This is an optimization exercise on Yosys and OpenROAD, whose aim is small area, not a production implementation. In this exercise RTL edits were held to simulation tests only and were not proved equivalent to the original.

==> flow/design.v, too long to show whole: its modules and the start of the top module <==
// module dct_1d_row: 6462 lines
// module dct_fa: 4 lines
// module dct_ha: 4 lines
module dct_1d_row (
    input  logic         clk,
    input  logic         rst_n,
    input  logic [127:0] x_n_in,
    output logic [175:0] x_k_out
);
  // ...
==> flow/flow/run.sh <==
#!/bin/bash
# Standard layout with each port buffered by the smallest buffer cell, and clock tree
# synthesis with larger sink clusters and no dummy loads. Full tool output goes to
# standard.log in the work folder.
set -e
export BUFFER_PORTS_ARGS="-buffer_cell sky130_fd_sc_hd__buf_1"
export CTS_ARGS="-sink_clustering_enable -repair_clock_nets -dont_use_dummy_load -buf_list sky130_fd_sc_hd__clkbuf_16 -sink_clustering_size 25 -sink_clustering_max_diameter 100"
bash standard.sh > standard.log 2>&1
==> flow/standard.sh <==
#!/bin/bash
# synth_recipe.tcl (not shown) runs the flow's synth.tcl, then flattens the netlist and writes it again
# the make line also repeats each setting of config.mk as NAME=value (left out here)
make -C /OpenROAD-flow-scripts/flow DESIGN_CONFIG=/design/flow/config.mk WORK_HOME=/design/flow/orfs CLKGATE_MAP_FILE= SYNTH_SCRIPT=/design/flow/synth_recipe.tcl "${@:-finish}"
==> flow/config.mk <==
export PLATFORM = sky130hd
export DESIGN_NAME = dct_1d_row
export DESIGN_NICKNAME = dct_1d_row
export VERILOG_FILES = /design/flow/design.v
export SDC_FILE = /design/flow/constraint.sdc
export NUM_CORES = 4
export LEC_CHECK = 0
export CAP_MARGIN = 20
export CORE_MARGIN = 2
export CORE_UTILIZATION = 55
export GPL_TIMING_DRIVEN = 0
export SLEW_MARGIN = 20
export SYNTH_HIERARCHICAL = 1
==> flow/constraint.sdc <==
create_clock -name core_clock -period 12.0 [get_ports {clk}]
set_input_delay 2.4000 -clock core_clock [delete_from_list [all_inputs] [get_ports {clk}]]
set_output_delay 2.4000 -clock core_clock [all_outputs]
set_load 0.01 [all_outputs]
==> impl_metrics.csv, run 1 <==
group,metric,value,unit
clocking,h-tree-depth,1,
cells_and_area,clkCellAreaFrac,1.27,%
cells_and_area,instances_no_fill,4256,
routing,drt-initial-drc-count,1626,
sta,max_freq,84.6,MHz
synth,synth_xor_area_share,0,%
synth,synth.area.mux_share,0,%
worst_setup_path,critPathKind,"reg -> reg",
worst_setup_path,r2r_cells,26,
clocking,cts_setup_buffers,0,
synth,postSynthCellCount,2872,
worst_setup_path,reg2reg_slack,180,ps
cells_and_area,final_cell_mix,"1495 x fa_1, 587 x inv_1, 303 x buf_1",
worst_setup_path,cp.depth,26,
global_routing,grt.overflow.total,0,
routing,drt_wl_total,140,mm
sta,rsz0062_at_grt,"no",
cells_and_area,multi_input_area_share,68.4,%
placement,hpwl,124,mm
sta,fin_tns_setup,0,ps
routing,first_pass_iters,5,
hold_path,holdPathStages,1,
synth,synth_top_family_by_area,"adder cells",
cells_and_area,fin_nets,4897,
status,outcome,"timing/DRC/antenna clean",
sta,max_slew_margin,24.9,%
clocking,cts_tree,"built",
worst_setup_path,start_kind,"flop",
synth,synth.top_cells.by_count,"1502 x fa_1, 587 x inv_1, 264 x dfxtp_1",
cells_and_area,inv_count,587,
cells_and_area,multi_input_comb_cells,1825,
cells_and_area,antenna_cells,1,
==> run 2: changes to the inputs <==
--- a/flow/config.mk
+++ b/flow/config.mk
@@ -9,5 +9,6 @@
 export CORE_MARGIN = 2
 export CORE_UTILIZATION = 55
 export GPL_TIMING_DRIVEN = 0
+export SETUP_SLACK_MARGIN = 0.1
 export SLEW_MARGIN = 20
 export SYNTH_HIERARCHICAL = 1
==> run 2 against run 1 <==
  * Register-to-register slack improved by 80 ps
  * Still clean on timing, DRC and antenna
  * Cell area about the same
  * Critical path type unchanged
==> impl_metrics.csv, run 2 <==
group,metric,value,unit
status,outcome,"timing/DRC/antenna clean",
clocking,ctsHoldBuffers,0,
synth,postSynthCellCount,2872,
clocking,clock_latency,630,ps
die,die_h,287,um
synth,ys.flop_type,"dfxtp_1",
cells_and_area,largest_reg_flops,160,
clocking,clock_sinks,427,
clocking,cts_buffers,24,
synth,synth_edf_count,0,
synth,yosysUniqueCellTypes,34,
routing,drt-initial-drc-count,1656,
clocking,h-tree-depth,1,
worst_setup_path,start_kind,"flop",
sta,finalHoldViolCount,0,
clocking,ctsRootBufferMaster,"clkbuf_16",
placement,gp_congestion,1.01,
clocking,cts_setup_buffers,0,
sta,rsz0062_at_grt,"yes",
die,start_util,55.7,%
sta,timing.final.crit_share,97.8,%
global_routing,grt_pass1_wl,207,mm
clocking,clock_path_buffers,3,
sta,tightestPinTransition,1140,ps
cells_and_area,fin_nets,4897,
synth,synth_top_area_cell,"fa_1",
cells_and_area,regMostFlops,"x_k_out",
die,die_x,287,um
placement,hpwl,124,mm
synth,synthSimpleGateAreaFrac,2.60,%
sta,hold_ws,380,ps
routing,wl_per_cell,32.9,um
hold_path,worst_hold_path_type,"reg -> reg",
synth,synth_fa_ha_area_share,70.3,%
cells_and_area,nFillCells,6257,
worst_setup_path,cp.arrival,12200,ps
synth,async_reset_ff_share,38.2,%
synth,yosys_warnings,7,
synth,synth-seq-cells,427,
cells_and_area,multi_input_area,32400,um2
placement,portBuffers,304,
die,core_area,79100,um2
cells_and_area,area_growth,7.24,%
routing,drc,0,
clocking,cts_tree,"built",
routing,vias,23100,
die,io_pins,306,
sta,fin_tns_setup,0,ps
cells_and_area,antenna_cells,0,
sta,finalSetupViolCount,0,
routing,via_per_inst,5.43,
synth,synth_most_common_cell,"fa_1",
synth,syn_nets,4562,
die,rows,103,
sta,max_slew_margin,24.1,%
synth,synth.top_cells.by_count,"1502 x fa_1, 587 x inv_1, 264 x dfxtp_1",
cells_and_area,seq_area,9380,um2
sta,fin_crit,11740,ps
routing,ant_nets,0,
worst_setup_path,critPathKind,"reg -> reg",
global_routing,grt_pass1_vias,28100,
clocking,post_cts_resized,6,
cells_and_area,final_common_cell,"fa_1",
global_routing,grt_max_degree,35,
routing,first_pass_iters,5,
synth,synth.area.mux_share,0,%
global_routing,grt_usage,37.1,%
worst_setup_path,crit_path_end_kind,"flop",
synth,ys_top_cells_by_area,"fa_1 68%, dfxtp_1 12%, dfrtp_1 9.2%, inv_1 5.0%, ha_1 1.6%",
clocking,clk_pin_slew,90,ps
flow_run,cap_violations,0,
synth,seq_area_frac_synth,21.2,%
sta,skew,72.2,ps
global_routing,grt.overflow.total,0,
synth,synth_top_family_by_area,"adder cells",
cells_and_area,final_cell_mix,"1492 x fa_1, 587 x inv_1, 303 x buf_1",
global_routing,antenna_found_initial,1,
routing,drt_wl_total,140,mm
worst_setup_path,cp_max_fo,11,
synth,synth_compound_area_share,0.448,%
sta,slew_viol_final,0,
cells_and_area,top_regs,"x_k_out x160, x_q x128, s_q x72",
synth,synth_area,44100,um2
worst_setup_path,cp.required,12460,ps
synth,synth_xor_area_share,0,%
sta,max_freq,85.2,MHz
cells_and_area,drive_above_1_share,2.59,%
synth,yosysTopAreaCellShare,68.2,%
synth,syn_area_per_cell,15.4,um2
die,die-area,82500,um2
run 2: area by class of cell:
class / instances / area share (%)
plain buffers: 33 / 0.418
well taps: 1050 / 2.78
multi-input cells: 1825 / 68.4
repair buffers: 309 / 2.63
flip-flops and latches: 427 / 19.8
inverters: 587 / 4.66
clock buffers: 24 / 1.27
run 2: per-module statistics from Yosys, one instance, submodules excluded:
module | flip-flops and latches | area [um2]
dct_fa | 0 | 20.0
dct_ha | 0 | 12.5
dct_1d_row | 427 | 13600
run 2: worst paths after layout:
| path | from | end | slack (ps) | cells past startpoint |
|---|---|---|---|---|
| max | s_q[45] | x_k_out[76] | 260 | 26 |
| min | v1_q | v2n_q | 380 | 1 |
| max reg2reg | s_q[45] | x_k_out[76] | 260 | 26 |
| min reg2reg | v1_q | v2n_q | 380 | 1 |
| max in group asynchronous | rst_n | x_k_out[44] | 9370 | 4 |
| min in group asynchronous | rst_n | x_k_out[15] | 1630 | 1 |
run 2: through the flow:
step | cells | instance area (um2) | setup slack, ps | utilization [%]
3_5_place_dp | 4231 | 46700 | -292 | 59.0
2_1_floorplan | 2872 | 44100 | 1660 | -
6_report | 4255 | 47300 | 261 | 59.8
5_1_grt | 4255 | 47300 | 64.9 | 59.8
4_1_cts | 4255 | 47300 | 114 | 59.7
3_3_place_gp | 4226 | 46600 | -427 | 58.8
run 2: logic make-up (layout without fill, tap and decap cells):
logic type | after synthesis | after routing
other | 2 | 2
flip-flops | 427 | 427
buffers and inverters | 620 | 953
AND/OR/NAND/NOR | 216 | 216
adder cells (fa/ha/maj) | 1578 | 1578
AO/OA/AOI/OAI | 29 | 29
run 2: critical path: stages, from the launching register on:
cell     delay, ps
dfxtp_2        710
ha_1           290
inv_1           60
fa_2           330
fa_2           350
fa_2           380
fa_2           810
fa_1           770
fa_1           580
fa_1           440
fa_1           480
fa_1           500
inv_1           50
fa_1           490
inv_1           50
fa_1           470
inv_1           50
fa_1           570
fa_1           430
fa_1           600
fa_1           500
fa_1           520
fa_1           420
fa_1           400
fa_1           620
fa_1           450
and2_1         220
run 2: per-layer routing:
layer | GRT usage, % | share of wire (%) | vias to the layer above
met4 | 8.62 | 2.9 | 0
met3 | 12.8 | 11 | 176
li1 | - | - | 8821
met2 | 54.2 | 45 | 1119
met1 | 54.6 | 41 | 13000
met5 | 0 | 0 | -

## what the ideal ports hide
The results above use ideal ports. As a check the final layouts listed here were re-extracted and re-timed, cells and wires unchanged. Step 1 sets driving cells, clkbuf_16 on the clock port and buf_2 on the other inputs (assumed; they add their load-dependent delay and slew). Step 2 moves the port delays by t, midway between the first and last clock arrival at a register: inputs arrive t later, outputs are due t later. That takes back most of the time a late clock gives input paths. Three values: ideal ports, drivers, drivers and shift; two values: the first two.
run | t (ns) | setup slack, ns | clock arrival spread, ns | pins driven straight from the clock port
run 1 | 0.669 | 0.182 / 0.182 / 0.182 | 0.074 / 0.075 | 1
run 2 | 0.673 | 0.261 / 0.261 / 0.261 | 0.078 / 0.078 | 1
After both steps every run listed still meets setup and hold.
